This is an optimization exercise on Yosys and OpenROAD, whose aim is small area, a short achievable clock period and few clock cycles, not a production implementation. The RTL was checked by simulation tests, not by an equivalence proof against the original design.

==> design/flow/design.v <==
package fpdiv_fmt_pkg;
	typedef enum logic [1:0] {
		FMT_FP16 = 2'd0,
		FMT_FP32 = 2'd1,
		FMT_FP64 = 2'd2
	} fp_format_e;
	localparam int FRAC_W = 53;
	localparam int QUO_OUT_W = 55;
	localparam int FP16_FRAC_W = 11;
	localparam int FP32_FRAC_W = 24;
	localparam int FP64_FRAC_W = 53;
	localparam int ITER_CNT_W = 4;
	localparam logic [ITER_CNT_W-1:0] ITER_CNT_FP16 = 4'd1;
	localparam logic [ITER_CNT_W-1:0] ITER_CNT_FP32 = 4'd3;
	localparam logic [ITER_CNT_W-1:0] ITER_CNT_FP64 = 4'd8;
	localparam logic [ITER_CNT_W-1:0] ITER2_CNT_FP16 = 4'd2;
	localparam logic [ITER_CNT_W-1:0] ITER2_CNT_FP32 = 4'd5;
	localparam logic [ITER_CNT_W-1:0] ITER2_CNT_FP64 = 4'd13;
	typedef logic [FRAC_W-1:0] frac_t;
endpackage
package srt_pkg;
	localparam int STAGES_PER_CYCLE = 2;
	localparam int FP64_INT_ITER = (27 % STAGES_PER_CYCLE) != 0 ? 1 : 0;
	localparam int REM_W = 55 + FP64_INT_ITER;
	localparam int DIV_W = 52;
	localparam int QUO_W = 55;
	localparam int QDS_REM_W = 7;
	typedef logic [4:0] quo_dig_t;
	localparam int DIG_NEG2 = 4;
	localparam int DIG_NEG1 = 3;
	localparam int DIG_ZERO = 2;
	localparam int DIG_POS1 = 1;
	localparam int DIG_POS2 = 0;
	typedef struct packed {
		logic [REM_W-1:0] sum;
		logic [REM_W-1:0] carry;
	} rem_cs_t;
	typedef struct packed {
		logic [6:0] pos2;
		logic [6:0] pos1;
		logic [6:0] zero;
		logic [6:0] neg1;
	} qds_k_t;
	function automatic logic [27:0] qds_m(input logic [2:0] d_top);
		case (d_top)
			3'd0:    qds_m = {7'd12, 7'd4, -7'd5, -7'd13};
			3'd1:    qds_m = {7'd14, 7'd4, -7'd5, -7'd15};
			3'd2:    qds_m = {7'd15, 7'd4, -7'd5, -7'd16};
			3'd3:    qds_m = {7'd16, 7'd4, -7'd5, -7'd18};
			3'd4:    qds_m = {7'd18, 7'd6, -7'd7, -7'd19};
			3'd5:    qds_m = {7'd19, 7'd6, -7'd7, -7'd21};
			3'd6:    qds_m = {7'd20, 7'd6, -7'd7, -7'd22};
			default: qds_m = {7'd22, 7'd6, -7'd7, -7'd24};
		endcase
	endfunction
	function automatic logic [27:0] qds_k(input logic [2:0] d_top);
		logic [27:0] m;
		m = qds_m(d_top);
		qds_k = {7'd0 - m[27:21], 7'd0 - m[20:14], 7'd0 - m[13:7], 7'd0 - m[6:0]};
	endfunction
	localparam int K_VAR_W = 7;
	function automatic logic [K_VAR_W-1:0] qds_k_var(input logic [2:0] d_top);
		logic [27:0] k;
		k = qds_k(d_top);
		qds_k_var = {k[4:1], k[23:21]};
	endfunction
	function automatic logic [27:0] qds_k_build(input logic [K_VAR_W-1:0] kv, input logic [2:0] d_top);
		qds_k_build = {2'b11, !d_top[2], d_top[2], kv[2:0],
		               4'b1111, !d_top[2], d_top[2], 1'b0,
		               4'b0000, 1'b1, d_top[2], 1'b1,
		               2'b00, kv[6:3], !d_top[1]};
	endfunction
	function automatic logic int_dig_two(input logic [4:0] y, input logic [2:0] d_top);
		logic [27:0] m;
		m = qds_m(d_top);
		int_dig_two = ({2'b00, y} >= m[27:21]);
	endfunction
	function automatic logic carry_tree(input logic [63:0] g_in, input logic [63:0] p_in);
		logic [63:0] g;
		logic [63:0] p;
		g = g_in;
		p = p_in;
		for (int lvl = 1; lvl < 64; lvl = lvl * 2) begin
			for (int i = 0; i + lvl < 64; i = i + 2 * lvl) begin
				g[i] = g[i + lvl] | (p[i + lvl] & g[i]);
				p[i] = p[i + lvl] & p[i];
			end
		end
		carry_tree = g[0];
	endfunction
endpackage
`timescale 1ns/1ps
module srt_ctrl
(
	input  logic                      clk,
	input  logic                      rst_n,
	input  logic                      start_valid_i,
	input  logic                      finish_ready_i,
	input  logic                      flush_i,
	input  fpdiv_fmt_pkg::fp_format_e fp_format_i,
	output logic                      load_o,
	output logic                      iter_o,
	output logic                      hold_o,
	output logic                      start_ready_o,
	output logic                      finish_valid_o
);
	logic                                 busy_q;
	logic                                 valid_q;
	logic                                 hold_q;
	logic [fpdiv_fmt_pkg::ITER_CNT_W-1:0] iter_cnt_init;
	logic [fpdiv_fmt_pkg::ITER_CNT_W-1:0] iter_cnt_q;
	logic                                 last_iter;
	always_comb begin
		if (srt_pkg::STAGES_PER_CYCLE == 2) begin
			case (fp_format_i)
				fpdiv_fmt_pkg::FMT_FP16: iter_cnt_init = fpdiv_fmt_pkg::ITER2_CNT_FP16;
				fpdiv_fmt_pkg::FMT_FP32: iter_cnt_init = fpdiv_fmt_pkg::ITER2_CNT_FP32;
				default:                 iter_cnt_init = fpdiv_fmt_pkg::ITER2_CNT_FP64;
			endcase
		end else begin
			case (fp_format_i)
				fpdiv_fmt_pkg::FMT_FP16: iter_cnt_init = fpdiv_fmt_pkg::ITER_CNT_FP16;
				fpdiv_fmt_pkg::FMT_FP32: iter_cnt_init = fpdiv_fmt_pkg::ITER_CNT_FP32;
				default:                 iter_cnt_init = fpdiv_fmt_pkg::ITER_CNT_FP64;
			endcase
		end
	end
	always_ff @(posedge clk) begin
		if (load_o) begin
			iter_cnt_q <= iter_cnt_init;
		end else begin
			iter_cnt_q <= iter_cnt_q - 1'b1;
		end
	end
	assign last_iter = (iter_cnt_q == '0);
	assign start_ready_o = !busy_q && (!valid_q || finish_ready_i);
	assign load_o        = start_valid_i && start_ready_o && !flush_i;
	always_ff @(posedge clk or negedge rst_n) begin
		if (!rst_n) begin
			busy_q  <= 1'b0;
			valid_q <= 1'b0;
		end else if (flush_i) begin
			busy_q  <= 1'b0;
			valid_q <= 1'b0;
		end else if (load_o) begin
			busy_q  <= 1'b1;
			valid_q <= 1'b0;
		end else if (busy_q) begin
			busy_q  <= !last_iter;
			valid_q <= last_iter;
		end else if (finish_ready_i) begin
			valid_q <= 1'b0;
		end
	end
	always_ff @(posedge clk) begin
		hold_q <= valid_q;
	end
	assign iter_o         = busy_q;
	assign hold_o         = hold_q;
	assign finish_valid_o = valid_q;
endmodule
`timescale 1ns/1ps
module srt_prescale
(
	input  fpdiv_fmt_pkg::fp_format_e     fp_format_i,
	input  fpdiv_fmt_pkg::frac_t          a_frac_i,
	input  fpdiv_fmt_pkg::frac_t          b_frac_i,
	output srt_pkg::rem_cs_t              init_rem_o,
	output logic [1:0]                    init_quo_o,
	output logic [srt_pkg::DIV_W-1:0]     div_o,
	output logic [srt_pkg::K_VAR_W-1:0]   k_var_o
);
	localparam int FW = fpdiv_fmt_pkg::FRAC_W - 1;
	logic [FW-1:0]             a_al;
	logic [FW-1:0]             b_al;
	logic                      a_lt_b;
	logic [srt_pkg::REM_W-1:0] a_vec;
	logic [srt_pkg::REM_W-1:0] a2_vec;
	logic [srt_pkg::REM_W-1:0] d_vec;
	logic                      q0_two;
	always_comb begin
		case (fp_format_i)
			fpdiv_fmt_pkg::FMT_FP16: begin
				a_al = {a_frac_i[fpdiv_fmt_pkg::FP16_FRAC_W-2:0], {(FW-fpdiv_fmt_pkg::FP16_FRAC_W+1){1'b0}}};
				b_al = {b_frac_i[fpdiv_fmt_pkg::FP16_FRAC_W-2:0], {(FW-fpdiv_fmt_pkg::FP16_FRAC_W+1){1'b0}}};
			end
			fpdiv_fmt_pkg::FMT_FP32: begin
				a_al = {a_frac_i[fpdiv_fmt_pkg::FP32_FRAC_W-2:0], {(FW-fpdiv_fmt_pkg::FP32_FRAC_W+1){1'b0}}};
				b_al = {b_frac_i[fpdiv_fmt_pkg::FP32_FRAC_W-2:0], {(FW-fpdiv_fmt_pkg::FP32_FRAC_W+1){1'b0}}};
			end
			default: begin
				a_al = a_frac_i[FW-1:0];
				b_al = b_frac_i[FW-1:0];
			end
		endcase
	end
	assign a_lt_b = srt_pkg::carry_tree({{(64-FW){1'b0}}, ~a_al & b_al}, {{(64-FW){1'b1}}, ~(a_al ^ b_al)});
	localparam int X = srt_pkg::FP64_INT_ITER;
	assign a_vec  = {2'b01, a_al, 1'b0, {X{1'b0}}};
	assign a2_vec = {1'b1, a_al, 2'b00, {X{1'b0}}};
	assign d_vec  = {2'b01, b_al, 1'b0, {X{1'b0}}};
	assign q0_two = a_lt_b ? srt_pkg::int_dig_two({1'b1, a_al[FW-1 -: 4]}, b_al[FW-1 -: 3])
	                       : srt_pkg::int_dig_two({2'b01, a_al[FW-1 -: 3]}, b_al[FW-1 -: 3]);
	generate
		if (X != 0) begin : g_int_iter
			logic int_iter;
			assign int_iter = (fp_format_i != fpdiv_fmt_pkg::FMT_FP16) && (fp_format_i != fpdiv_fmt_pkg::FMT_FP32);
			assign init_rem_o.sum   = int_iter ? (a_lt_b ? {2'b00, 1'b1, a_al, 1'b0} : {3'b000, 1'b1, a_al})
			                                   : (a_lt_b ? a2_vec : a_vec) | {{(srt_pkg::REM_W-1){1'b0}}, 1'b1};
			assign init_rem_o.carry = int_iter ? '0
			                                   : (q0_two ? ~{d_vec[srt_pkg::REM_W-2:0], 1'b0} : ~d_vec);
			assign init_quo_o       = int_iter ? 2'b00 : {q0_two, ~q0_two};
		end else begin : g_int_pre
			assign init_rem_o.sum   = (a_lt_b ? a2_vec : a_vec) | {{(srt_pkg::REM_W-1){1'b0}}, 1'b1};
			assign init_rem_o.carry = q0_two ? ~{d_vec[srt_pkg::REM_W-2:0], 1'b0} : ~d_vec;
			assign init_quo_o       = {q0_two, ~q0_two};
		end
	endgenerate
	assign div_o   = b_al;
	assign k_var_o = srt_pkg::qds_k_var(b_al[FW-1 -: 3]);
endmodule
`timescale 1ns/1ps
module srt_r4_qds
(
	input  logic [srt_pkg::QDS_REM_W-1:0]      sum_top_i,
	input  logic [srt_pkg::QDS_REM_W-1:0]      carry_top_i,
	input  srt_pkg::qds_k_t                    k_i,
	output srt_pkg::quo_dig_t                  quo_dig_o
);
	function automatic logic not_neg(input logic [6:0] a, input logic [6:0] b, input logic [6:0] k);
		logic [6:0] x;
		logic [6:0] y;
		logic [6:0] g;
		logic [6:0] p;
		logic       g54;
		logic       p54;
		logic       g31;
		logic       c6;
		x = a ^ b ^ k;
		y = {(a[5:0] & b[5:0]) | (a[5:0] & k[5:0]) | (b[5:0] & k[5:0]), 1'b0};
		g = x & y;
		p = x ^ y;
		g54 = g[5] | (p[5] & g[4]);
		p54 = p[5] & p[4];
		g31 = g[3] | (p[3] & g[2]) | (p[3] & p[2] & g[1]);
		c6  = g54 | (p54 & g31);
		not_neg = !(p[6] ^ c6);
	endfunction
	logic ge_pos2_raw;
	logic ge_pos1;
	logic ge_zero;
	logic ge_neg1_raw;
	assign ge_pos2_raw = not_neg(sum_top_i, carry_top_i, k_i.pos2);
	assign ge_pos1     = not_neg(sum_top_i, carry_top_i, k_i.pos1);
	assign ge_zero     = not_neg(sum_top_i, carry_top_i, k_i.zero);
	assign ge_neg1_raw = not_neg(sum_top_i, carry_top_i, k_i.neg1);
	assign quo_dig_o[srt_pkg::DIG_POS2] = ge_pos2_raw && ge_pos1;
	assign quo_dig_o[srt_pkg::DIG_POS1] = ge_pos1 && !ge_pos2_raw;
	assign quo_dig_o[srt_pkg::DIG_ZERO] = ge_zero && !ge_pos1;
	assign quo_dig_o[srt_pkg::DIG_NEG1] = ge_neg1_raw && !ge_zero;
	assign quo_dig_o[srt_pkg::DIG_NEG2] = !ge_neg1_raw && !ge_zero;
endmodule
`timescale 1ns/1ps
module srt_r4_stage
(
	input  srt_pkg::rem_cs_t              rem_i,
	input  logic [srt_pkg::REM_W-1:0]     div_i,
	input  srt_pkg::qds_k_t               k_i,
	output srt_pkg::rem_cs_t              rem_o,
	output srt_pkg::quo_dig_t             quo_dig_o
);
	srt_pkg::quo_dig_t             quo_dig;
	logic [srt_pkg::REM_W-1:0]     sum_sh;
	logic [srt_pkg::REM_W-1:0]     carry_sh;
	logic [srt_pkg::REM_W-1:0]     div_2;
	logic [srt_pkg::REM_W-1:0]     mult_sel;
	logic                          mult_neg;
	logic [srt_pkg::REM_W-1:0]     maj;
	srt_r4_qds u_qds (
		.sum_top_i   (rem_i.sum[srt_pkg::REM_W-1 -: srt_pkg::QDS_REM_W]),
		.carry_top_i (rem_i.carry[srt_pkg::REM_W-1 -: srt_pkg::QDS_REM_W]),
		.k_i         (k_i),
		.quo_dig_o   (quo_dig)
	);
	assign sum_sh   = {rem_i.sum[srt_pkg::REM_W-3:0], 2'b00};
	assign carry_sh = {rem_i.carry[srt_pkg::REM_W-3:0], 2'b00};
	assign div_2    = {div_i[srt_pkg::REM_W-2:0], 1'b0};
	assign mult_sel =
		  ({srt_pkg::REM_W{quo_dig[srt_pkg::DIG_NEG2]}} &  div_2)
		| ({srt_pkg::REM_W{quo_dig[srt_pkg::DIG_NEG1]}} &  div_i)
		| ({srt_pkg::REM_W{quo_dig[srt_pkg::DIG_POS1]}} & ~div_i)
		| ({srt_pkg::REM_W{quo_dig[srt_pkg::DIG_POS2]}} & ~div_2);
	assign mult_neg = quo_dig[srt_pkg::DIG_POS1] | quo_dig[srt_pkg::DIG_POS2];
	assign maj = (sum_sh & carry_sh) | (sum_sh & mult_sel) | (carry_sh & mult_sel);
	assign rem_o.sum   = sum_sh ^ carry_sh ^ mult_sel;
	assign rem_o.carry = {maj[srt_pkg::REM_W-2:0], mult_neg};
	assign quo_dig_o = quo_dig;
endmodule
`timescale 1ns/1ps
module srt_iter_core
(
	input  logic                          clk,
	input  logic                          load_i,
	input  logic                          iter_i,
	input  srt_pkg::rem_cs_t              init_rem_i,
	input  logic [1:0]                    init_quo_i,
	input  logic [srt_pkg::DIV_W-1:0]     div_i,
	input  logic [srt_pkg::K_VAR_W-1:0]   k_var_i,
	output srt_pkg::rem_cs_t              rem_o,
	output logic [srt_pkg::QUO_W-1:0]     quo_o,
	output logic [srt_pkg::QUO_W-1:0]     quo_m1_o
);
	localparam int S = srt_pkg::STAGES_PER_CYCLE;
	srt_pkg::rem_cs_t                  rem_q;
	logic [srt_pkg::DIV_W-1:0]         div_q;
	logic [srt_pkg::QUO_W-1:0]         quo_q;
	logic [srt_pkg::QUO_W-1:0]         quo_m1;
	logic [srt_pkg::REM_W-1:0]         div_ext;
	logic [S:0][2*srt_pkg::REM_W-1:0]  rem_chain;
	srt_pkg::quo_dig_t [S-1:0]         digs;
	logic signed [2*S:0]               grp;
	logic [srt_pkg::QUO_W-1:0]         quo_base;
	srt_pkg::qds_k_t                   qds_k;
	logic [srt_pkg::K_VAR_W-1:0]       k_var_q;
	always_ff @(posedge clk) begin
		if (load_i) begin
			rem_q <= init_rem_i;
		end else begin
			rem_q <= rem_chain[S];
		end
	end
	always_ff @(posedge clk) begin
		if (load_i) begin
			div_q <= div_i;
			k_var_q <= k_var_i;
			quo_q <= {{(srt_pkg::QUO_W-2){1'b0}}, init_quo_i};
		end else if (iter_i) begin
			quo_q <= {quo_base[srt_pkg::QUO_W-2*S-1:0], grp[2*S-1:0]};
		end
	end
	assign div_ext = {2'b01, div_q, {(srt_pkg::REM_W-srt_pkg::DIV_W-2){1'b0}}};
	assign qds_k = srt_pkg::qds_k_build(k_var_q, div_q[srt_pkg::DIV_W-1 -: 3]);
	assign rem_chain[0] = rem_q;
	for (genvar i = 0; i < S; i++) begin : g_stage
		srt_r4_stage u_stage (
			.rem_i     (rem_chain[i]),
			.div_i     (div_ext),
			.k_i       (qds_k),
			.rem_o     (rem_chain[i+1]),
			.quo_dig_o (digs[i])
		);
	end
	always_comb begin
		grp = '0;
		for (int i = 0; i < S; i++) begin
			grp = grp * 4;
			if (digs[i][srt_pkg::DIG_POS2]) grp = grp + 2;
			if (digs[i][srt_pkg::DIG_POS1]) grp = grp + 1;
			if (digs[i][srt_pkg::DIG_NEG1]) grp = grp - 1;
			if (digs[i][srt_pkg::DIG_NEG2]) grp = grp - 2;
		end
	end
	logic [srt_pkg::QUO_W-1:0] zero_below;
	always_comb begin
		zero_below = {~quo_q[srt_pkg::QUO_W-2:0], 1'b1};
		for (int d = 1; d < srt_pkg::QUO_W; d = d * 2) begin
			for (int i = srt_pkg::QUO_W - 1; i >= d; i--) begin
				if (i % (2 * d) >= d) begin
					zero_below[i] = zero_below[i] & zero_below[(i / (2 * d)) * (2 * d) + d - 1];
				end
			end
		end
		quo_m1 = quo_q ^ zero_below;
	end
	assign quo_base = grp[2*S] ? quo_m1 : quo_q;
	assign rem_o    = rem_q;
	assign quo_o    = quo_q;
	assign quo_m1_o = quo_m1;
endmodule
`timescale 1ns/1ps
module srt_post
(
	input  srt_pkg::rem_cs_t                   rem_i,
	input  logic                               hold_i,
	input  logic                               neg_held_i,
	input  logic [srt_pkg::QUO_W-1:0]          quo_i,
	input  logic [srt_pkg::QUO_W-1:0]          quo_m1_i,
	output logic                               neg_o,
	output logic [fpdiv_fmt_pkg::QUO_OUT_W-1:0] quo_o
);
	localparam int W = srt_pkg::REM_W;
	logic rem_neg;
	assign rem_neg = rem_i.sum[W-1] ^ rem_i.carry[W-1]
	               ^ srt_pkg::carry_tree({{(65-W){1'b0}}, rem_i.sum[W-2:0] & rem_i.carry[W-2:0]},
	                                     {{(65-W){1'b1}}, rem_i.sum[W-2:0] ^ rem_i.carry[W-2:0]});
	assign neg_o = hold_i ? neg_held_i : rem_neg;
	assign quo_o = neg_o ? quo_m1_i : quo_i;
endmodule
`timescale 1ns/1ps
module fpdiv_frac
(
	input  logic                 clk,
	input  logic                 rst_n,
	input  logic                 start_valid_i,
	output logic                 start_ready_o,
	input  logic                 flush_i,
	input  fpdiv_fmt_pkg::fp_format_e           fp_format_i,
	input  fpdiv_fmt_pkg::frac_t                a_frac_i,
	input  fpdiv_fmt_pkg::frac_t                b_frac_i,
	output logic                 finish_valid_o,
	input  logic                 finish_ready_i,
	output logic [fpdiv_fmt_pkg::QUO_OUT_W-1:0] fpdiv_frac_o
);
	logic                          load;
	logic                          iter;
	logic                          hold;
	srt_pkg::rem_cs_t              init_rem;
	logic [1:0]                    init_quo;
	logic [srt_pkg::DIV_W-1:0]     init_div;
	logic [srt_pkg::K_VAR_W-1:0]   init_k_var;
	srt_pkg::rem_cs_t              rem;
	logic [srt_pkg::QUO_W-1:0]     quo;
	logic [srt_pkg::QUO_W-1:0]     quo_m1;
	logic                          neg;
	logic                          neg_q;
	srt_ctrl u_ctrl (
		.clk            (clk),
		.rst_n          (rst_n),
		.start_valid_i  (start_valid_i),
		.finish_ready_i (finish_ready_i),
		.flush_i        (flush_i),
		.fp_format_i    (fp_format_i),
		.load_o         (load),
		.iter_o         (iter),
		.hold_o         (hold),
		.start_ready_o  (start_ready_o),
		.finish_valid_o (finish_valid_o)
	);
	srt_prescale u_prescale (
		.fp_format_i (fp_format_i),
		.a_frac_i    (a_frac_i),
		.b_frac_i    (b_frac_i),
		.init_rem_o  (init_rem),
		.init_quo_o  (init_quo),
		.div_o       (init_div),
		.k_var_o     (init_k_var)
	);
	srt_iter_core u_core (
		.clk        (clk),
		.load_i     (load),
		.iter_i     (iter),
		.init_rem_i (init_rem),
		.init_quo_i (init_quo),
		.div_i      (init_div),
		.k_var_i    (init_k_var),
		.rem_o      (rem),
		.quo_o      (quo),
		.quo_m1_o   (quo_m1)
	);
	srt_post u_post (
		.rem_i      (rem),
		.hold_i     (hold),
		.neg_held_i (neg_q),
		.quo_i      (quo),
		.quo_m1_i   (quo_m1),
		.neg_o      (neg),
		.quo_o      (fpdiv_frac_o)
	);
	always_ff @(posedge clk) begin
		neg_q <= neg;
	end
endmodule
==> design/flow/flow/run.sh <==
#!/bin/bash
# Standard ORFS layout, with Yosys's full/half-adder extraction turned off
# (ADDER_MAP_FILE empty): the digit-selection logic maps faster as plain
# gates than as chained fa/ha cells. Everything else is the standard flow.
set -euo pipefail
bash standard.sh ADDER_MAP_FILE= finish > flow_make.log 2>&1
==> design/flow/standard.sh <==
#!/bin/bash
# synth_recipe.tcl (not shown) runs the flow's synth.tcl, then flattens the netlist and writes it again
# the make line also repeats each setting of config.mk as NAME=value (left out here)
make -C /OpenROAD-flow-scripts/flow DESIGN_CONFIG=/design/flow/config.mk WORK_HOME=/design/flow/orfs CLKGATE_MAP_FILE= SYNTH_SCRIPT=/design/flow/synth_recipe.tcl "${@:-finish}"
==> design/flow/config.mk <==
export PLATFORM = sky130hd
export DESIGN_NAME = fpdiv_frac
export DESIGN_NICKNAME = fpdiv_frac
export VERILOG_FILES = /design/flow/design.v
export SDC_FILE = /design/flow/constraint.sdc
export NUM_CORES = 4
export LEC_CHECK = 0
export ABC_AREA = 1
export CAP_MARGIN = 20
export CORE_MARGIN = 2
export CORE_UTILIZATION = 40
export PLACE_DENSITY = 0.6
export SLEW_MARGIN = 20
==> design/flow/constraint.sdc <==
create_clock -name core_clock -period 11.0 [get_ports {clk}]
set_input_delay 2.2000 -clock core_clock [delete_from_list [all_inputs] [get_ports {clk}]]
set_output_delay 2.2000 -clock core_clock [all_outputs]
set_load 0.01 [all_outputs]
==> run summary <==
[path summary, 6_finish.rpt]
kind / startpoint / endpoint / slack [ns] / cells after the start
max: fp_format_i[1] / u_core.rem_q[35]$_DFF_P_ / 3.28 / 26
min: u_ctrl.iter_cnt_q[3]$_DFF_P_ / u_ctrl.iter_cnt_q[3]$_DFF_P_ / 0.47 / 2
max reg2reg: u_core.div_q[51]$_DFFE_PP_ / u_core.quo_q[13]$_SDFFE_PP0P_ / 4.43 / 28
min reg2reg: u_ctrl.iter_cnt_q[3]$_DFF_P_ / u_ctrl.iter_cnt_q[3]$_DFF_P_ / 0.47 / 2
max in group asynchronous: rst_n / u_ctrl.busy_q$_DFF_PN0_ / 9.04 / 1
min in group asynchronous: rst_n / u_ctrl.valid_q$_DFFE_PN0P_ / 1.80 / 1
[cell families (layout without fill, tap and decap cells)]
logic type,Yosys count,in the layout,synth area share (%)
buf+inv,729,850,13.4
xor+xnor,71,71,3.05
simple gates,1894,1894,37.8
flops,234,234,25.1
compound gates,762,762,20.6
[layer usage]
| metal | up-vias | part of all wire (%) |
|---|---|---|
| met5 | - | 0 |
| met2 | 876 | 43 |
| met1 | 10400 | 45 |
| li1 | 12100 | - |
| met4 | 0 | 3.4 |
| met3 | 142 | 8.3 |
[layout make-up]
type,instances,share of cell area [%]
well taps,688,3.52
clock inverters,15,1.02
repair buffers,196,7.70
flip-flops and latches,234,21.7
clock buffers,41,3.79
inverters,598,9.19
multi-input cells,2727,53.1
[cell usage in the layout, fill, tap and decap left out, types with 61 or more instances in the layout]
| master | synthesis | routed |
|---|---|---|
| a21oi_1 | 114 | 114 |
| clkdlybuf4s50_1 | 0 | 166 |
| dfxtp_1 | 171 | 171 |
| edfxtp_1 | 61 | 61 |
| inv_1 | 558 | 557 |
| nand2_1 | 1080 | 1079 |
| nand3_1 | 313 | 313 |
| nor2_1 | 340 | 338 |
| o21ai_0 | 322 | 322 |
| o21ai_1 | 77 | 77 |
| o21bai_1 | 61 | 61 |
| o22ai_1 | 82 | 82 |
[registers in the layout (all words and copies together) (netlist names)]
register / flops
u_core.rem_q: 112
u_core.quo_q: 55
u_ctrl.iter_cnt_q: 4
u_ctrl.busy_q: 1
u_ctrl.valid_q: 1
u_core.k_var_q: 7
u_core.div_q: 52
neg_q: 1
u_ctrl.hold_q: 1
[metrics by stage]
step	cell area, um2	std cells	hold WS [ns]	worst slack, ns
after floorplan	21100	3690	0.429	5.30
after global placement	23300	4443	0.454	3.03
after detailed placement	23300	4443	0.457	2.89
after CTS	24500	4499	0.466	3.49
after global routing	24500	4499	0.483	2.91
final	24500	4499	0.471	3.28
[cells in the mapped netlist, drive strengths merged]
cell | number | share of area (%)
xor2 | 56 | 2.3
o21a | 15 | 0.53
o311ai | 2 | 0.083
o211ai | 38 | 1.3
o22a | 4 | 0.17
nand3 | 320 | 7.8
xnor2 | 15 | 0.73
nand3b | 5 | 0.18
nor3b | 2 | 0.071
clkbuf | 71 | 1.3
a31o | 1 | 0.041
o2bb2ai | 1 | 0.041
o22ai | 82 | 2.4
a221oi | 9 | 0.37
a311oi | 1 | 0.041
inv | 591 | 11
clkinv | 7 | 0.12
and3 | 1 | 0.030
a21oi | 114 | 2.7
buf | 60 | 1.5
nand2 | 1124 | 21
or2 | 39 | 1.2
dfxtp | 171 | 16
nor4 | 9 | 0.34
dfrtp | 2 | 0.24
a31oi | 8 | 0.24
edfxtp | 61 | 8.7
o21ai | 399 | 9.4
nand4 | 21 | 0.62
a22oi | 12 | 0.43
a32o | 1 | 0.047
a2111oi | 1 | 0.041
o2111ai | 3 | 0.12
o31ai | 4 | 0.14
nor3 | 18 | 0.45
o221ai | 2 | 0.083
nor2 | 355 | 6.6
o21bai | 61 | 2.2
a211oi | 4 | 0.14
[worst max-delay path, cell delays in order]
cell and delay [ns]:
buf_2 0.07, buf_4 0.55, inv_1 0.53, buf_4 0.37, nor2_1 0.17, a21oi_1 0.06
o21a_1 0.13, inv_1 0.11, nor2_1 0.06, nor3b_1 0.25, nand3_1 0.16, inv_1 0.11
nand3b_1 0.07, a2111oi_0 0.44, buf_4 0.23, nand4_1 0.07, nor2_1 0.11, nand2_1 0.07
nand3_2 0.10, buf_4 0.48, nand2_1 0.10, nand2_1 0.19, nand2_1 0.40, inv_1 0.73
a22oi_1 0.24, o21ai_1 0.14
==> results by group <==
Global route
  • Total global-route track usage: 27.8%
  • Wire length of the first global-routing pass: 119 mm
  • Via count of the first global-routing pass: 21100
  • GRT Residual Overflow: 0
  • Pin count of the biggest net entering global routing: 92
  • Global-route met3 utilization: 4.77%
  • Number of antenna violations at the first check in global routing: 0
  • Highest-utilization routing layer at the global route stage: met2
  • Met1 demand-to-capacity share in global routing: 38.5%
  • GR Layer Usage met2: 43.6%

STA
  • Min Tclk post-route: 7.72 ns
  • Top achievable clock speed: 130 MHz
  • Setup_tns: 0 ns
  • RSZ-0062 raised after global routing: no
  • Slew @ Worst Pin: 1.08 ns
  • Final setup viols: 0
  • Final Skew: 0.0129 ns
  • Hold Fails Final Rpt: 0
  • Max-slew violation count: 0
  • Slew margin rel.: 27.3%
  • Final period util: 70.2%

Clock network
  • Quantity of hold-fixing buffers added after cts: 0
  • Root Driver: clkbuf_16
  • Clock-pin transition on the worst setup and hold timing paths: 0.06 ns
  • H-tree lvl count: 1
  • Number of gates resized after cts: 0
  • Clock Path Buffers: 3
  • Number of buffers created by CTS: 30
  • Clock insertion delay at the later pin of the skew report: 0.59 ns
  • TritonCTS clock tree: built
  • Setup Fix Bufs, Post-CTS: 0
  • Clock sink count: 234

Floorplanning
  • Floorplan die height: 234 um
  • Die Outline Area: 54700 um2
  • Number of top-level pins: 170
  • Starting utilization of the core area: 40.3%
  • Standard-cell row count: 84
  • Core area: 52400 um2
  • Width of the die: 234 um

Logic synthesis
  • Summed instance area of the synthesized netlist: 21100 um2
  • Sequential area share after synthesis: 25.1%
  • Flops & latches, synth: 234
  • Number of nets produced by synthesis: 3803
  • Number of cells produced by synthesis: 3690
  • Average cell area after synthesis: 5.73 um2
  • Yosys cell types: 56
  • Ys Warns: 6

Run status
  • Result of the run: finished clean

Finish
  • # nets final: 3900
  • Multi-input combinational cell area: 13000 um2
  • Footprint of the flip-flops and latches: 5310 um2
  • Fill cell total of the finished layout: 5624
  • Antenna cell count: 0
  • Final Core Density: 46.7%
  • Fraction of layout instances using a drive strength above 1: 5.98%
  • Signed area change from the synthesized netlist to the final layout: 15.9%

Drt
  • Via count: 23500
  • Average wire per cell in the routed design: 17.2 um
  • Post-route DRC violation count: 0
  • Number of routed nets with antenna violations: 0
  • Routed via count divided by cell count: 5.21
  • Number of detailed-route iterations in the first pass: 6
  • Initial detailed-routing violation count: 2147
  • DRT Wirelength: 77.2 mm

Place
  • Count of input and output buffers: 167
  • Detailed placer's ending HPWL: 56.6 mm
  • Placer Congestion: 0.957

Setup path
  • Worst path required time: 11.52 ns
  • Startpoint Class: input port
  • Type of the worst setup path: in -> reg
  • Highest fanout seen on the critical path: 69
  • Arrival time of the worst setup path: 8.24 ns
  • Setup crit end kind: flop

Hold path
  • Min-delay worst type: reg -> reg

Job
  • Max-cap violations: 0
Testbench counts, summed over its fixed seeds: cycles 21,108.

separate check: timing with driven ports:
How much do the figures lean on ideal ports? The routed layout below was timed once more, with nothing changed but the port constraints. Step 1, drivers: a clkbuf_16 drives clk and a buf_2 each remaining input, both assumed. Step 2 times the ports against the registers' clock, not the clock port: input delays grow and output delays shrink by t, the midpoint of the rising clock arrivals with the driver on. Three values: ideal ports, drivers, drivers and shift; two values: the first two.
t (ns): 0.643
slack for setup (ns): 3.280 / 3.317 / 2.675
worst setup path after step 2: input to register
clock arrival spread, ns: 0.013 / 0.013
After both steps this run still meets setup and hold. The setup slack of this run moves by +0.037 ns with the drivers and by -0.605 ns with both steps.
